Source: an optimization exercise on an open RTL-to-GDS flow (aim: small area, a short achievable clock period and few clock cycles per item). Production flows keep margins and buffers that such runs may drop. In this exercise RTL edits were held to simulation tests only and were not proved equivalent to the original. No activity file was given, so power comes from the tool's default toggle rates.

==> v16 <==
Design mul_pipe, start of the top module:
module mul_pipe #(
  parameter int WIDTH  = 32,
  parameter int STAGES = 3,
  parameter int TAG_W  = 5
) (
  input  logic             clk,
  input  logic             resetn,
  input  logic             in_valid,
  output logic             in_ready,
  input  logic [WIDTH-1:0] a,
  input  logic [WIDTH-1:0] b,
  input  logic [1:0]       mul_type,
  input  logic [TAG_W-1:0] in_tag,
  input  logic             flush,
  output logic             out_valid,
  input  logic             out_ready,
  output logic [WIDTH-1:0] out_res,
  output logic [TAG_W-1:0] out_tag,
  output logic             busy
);
export LEC_CHECK = 0
export CAP_MARGIN = 20
export CORE_MARGIN = 2
export CORE_UTILIZATION = 40
export SETUP_SLACK_MARGIN = 5
export SLEW_MARGIN = 20
export SYNTH_HIERARCHICAL = 1
create_clock -name core_clock -period 12.0 [get_ports {clk}]
run.sh (not shown) runs the stock make flow with config.mk's settings and CLKGATE_MAP_FILE= SYNTH_SCRIPT=/design/flow/synth_recipe.tcl, a recipe that flattens the netlist after the stock synthesis.
==> inputs of v21, as changes to v16 <==
--- a/flow/design.v
+++ b/flow/design.v
@@ -4246,17 +4246,17 @@
   mp_fa u_s2223 (.x(c2101), .y(c1984), .z(s2102), .s(s2223), .c(c2224));
   mp_fa u_s2225 (.x(c2103), .y(c1988), .z(s2104), .s(s2225), .c(c2226));
   mp_fa u_s2227 (.x(c2105), .y(s1993), .z(s2106), .s(s2227), .c(c2228));
   mp_fa u_s2229 (.x(c2107), .y(c1994), .z(s2108), .s(s2229), .c(c2230));
   mp_fa u_s2231 (.x(s2110), .y(pp1185), .z(c2109), .s(s2231), .c(c2232));
   mp_fa u_s2233 (.x(c2111), .y(s2112), .z(pp1186), .s(s2233), .c(c2234));
   mp_fa u_s2235 (.x(pp1187), .y(pp1119), .z(pp1120), .s(s2235), .c(c2236));
   assign en        = out_ready || !valid;
-  assign in_ready  = en && !flush;
+  mp_rdy u_rdy (.v(valid), .r(out_ready), .f(flush), .p(in_ready));
   assign out_valid = valid;
   assign busy      = valid;
   always_ff @(posedge clk or negedge resetn) begin
     if (!resetn)    valid <= 1'b0;
     else if (flush) valid <= 1'b0;
     else if (en)    valid <= in_valid;
   end
   always_ff @(posedge clk) begin
@@ -4635,17 +4635,19 @@
   mp_xor2 u_sum56 (.x(p2348), .y(G2486), .p(sum[56]));
   mp_xor2 u_sum57 (.x(p2350), .y(G2536), .p(sum[57]));
   mp_xor2 u_sum58 (.x(p2352), .y(G2507), .p(sum[58]));
   mp_xor2 u_sum59 (.x(p2354), .y(G2537), .p(sum[59]));
   mp_xor2 u_sum60 (.x(p2356), .y(G2493), .p(sum[60]));
   mp_xor2 u_sum61 (.x(p2358), .y(G2538), .p(sum[61]));
   mp_xor2 u_sum62 (.x(p2360), .y(G2508), .p(sum[62]));
   mp_xor2 u_sum63 (.x(p2362), .y(G2539), .p(sum[63]));
-  assign out_res = lo_q ? sum[31:0] : sum[63:32];
+  for (genvar i = 0; i < 32; i++) begin : g_out
+    mp_mux2 u_mux (.s(lo_q), .x1(sum[i]), .x0(sum[i+32]), .p(out_res[i]));
+  end
   assign out_tag = tag_q;
 endmodule
 module mp_benc (
   input  logic y2,
   input  logic y1,
   input  logic y0,
   output logic one,
   output logic two,
@@ -4704,16 +4706,32 @@
 endmodule
 module mp_xnor2 (
   input  logic x,
   input  logic y,
   output logic p
 );
   assign p = ~(x ^ y);
 endmodule
+module mp_mux2 (
+  input  logic s,
+  input  logic x1,
+  input  logic x0,
+  output logic p
+);
+  assign p = s ? x1 : x0;
+endmodule
+module mp_rdy (
+  input  logic v,
+  input  logic r,
+  input  logic f,
+  output logic p
+);
+  assign p = !f && (r || !v);
+endmodule
 module mp_fa (
   input  logic x,
   input  logic y,
   input  logic z,
   output logic s,
   output logic c
 );
   assign s = x ^ y ^ z;
==> flow/flow/run.sh (new file) <==
#!/bin/bash
# Standard layout, with timing repair aiming 5.5 ns below the clock period
# (the constraints themselves are unchanged), and every port buffered with
# buf_1 instead of the default port buffer.
set -euo pipefail
export SETUP_SLACK_MARGIN=5.5
export BUFFER_PORTS_ARGS="-buffer_cell sky130_fd_sc_hd__buf_1"
bash standard.sh finish > standard.log 2>&1
==> flow/standard.sh (new file) <==
#!/bin/bash
# synth_recipe.tcl (not shown) runs the flow's synth.tcl, then flattens the netlist and writes it again
# the make line also repeats each setting of config.mk as NAME=value (left out here)
make -C /OpenROAD-flow-scripts/flow DESIGN_CONFIG=/design/flow/config.mk WORK_HOME=/design/flow/orfs CLKGATE_MAP_FILE= SYNTH_SCRIPT=/design/flow/synth_recipe.tcl "${@:-finish}"
CORE_UTILIZATION = 55   (was 40)
SETUP_SLACK_MARGIN = unset   (was 5)
removed: flow/run.sh
==> notes <==
Between v16 and v21, the lower die area is in v21 (gap 37%, measured against v21).
In v21 the first-iteration DRC count is larger than in v16, by about 12%.
Of v16 and v21, v21 has the higher global-route usage (gap 11 points).
Power: v16 is larger than v21 (about 7%).
Against v21, the wire length of v16 is lower by 2.5%.
Clock power: v16 is higher than v21 (about 4%).
==> figures <==
First-pass iteration count of the detailed router: v16 8; v21 6
Part of the total power dissipated in the clock network: v16 0.051; v21 0.052
Worst-Margin Slew: v16 894.8 ps; v21 1032 ps
Outcome: v16 no timing/DRC/antenna violations; v21 no timing/DRC/antenna violations
Global-route usage over all layers: v16 0.2762; v21 0.3878
Proportion of synthesized area in mux cells: v16 0.01699; v21 0.01729
RSZ-0062 raised after global routing: v16 no; v21 yes
Number of distinct library cells after synthesis: v16 24; v21 22
Proportion of layout cells with a drive suffix above 1: v16 0.07621; v21 0.09948
Max transition margin: v16 0.4035; v21 0.3122
Share of synthesized area occupied by flip-flops and latches: v16 0.1444; v21 0.1446
Final Cycle Share: v16 0.5768; v21 0.5416
Die Area: v16 71730 um^2; v21 52350 um^2
Filler cells: v16 6370; v21 4187
Testbench counts of v16, summed over its fixed seeds: cycles 4,808, items 4,800.
Testbench counts of v21, summed over its fixed seeds: cycles 4,808, items 4,800.

[re-timing with driven ports]
In the flow no input, the clock included, has a driving cell. The finished layouts below were timed again as built, in two steps. Step 1 (the two cells are an assumption about what drives the block):
set clk [get_ports {clk}]
set_driving_cell -lib_cell sky130_fd_sc_hd__clkbuf_16 $clk
set_driving_cell -lib_cell sky130_fd_sc_hd__buf_2 [delete_from_list [all_inputs] $clk]
Step 2 moves the port delays by t, midway between the first and last clock arrival at a register: inputs arrive t later, outputs are due t later. That takes back most of the time a late clock gives input paths. Slacks: no drivers / after step 1 / after step 2; pairs: no drivers / after step 1.
| run | shift t [ns] | setup slack, ns | latest minus earliest clock arrival (ns) |
|---|---|---|---|
| v16 | 0.493 | 5.079 / 5.096 / 4.602 | 0.023 / 0.023 |
| v21 | 0.496 | 5.501 / 5.534 / 5.038 | 0.016 / 0.016 |
After both steps every run listed still meets setup and hold. For v16, which loses most, drivers alone change the setup slack by +0.017 ns; drivers and shift together by -0.477 ns.
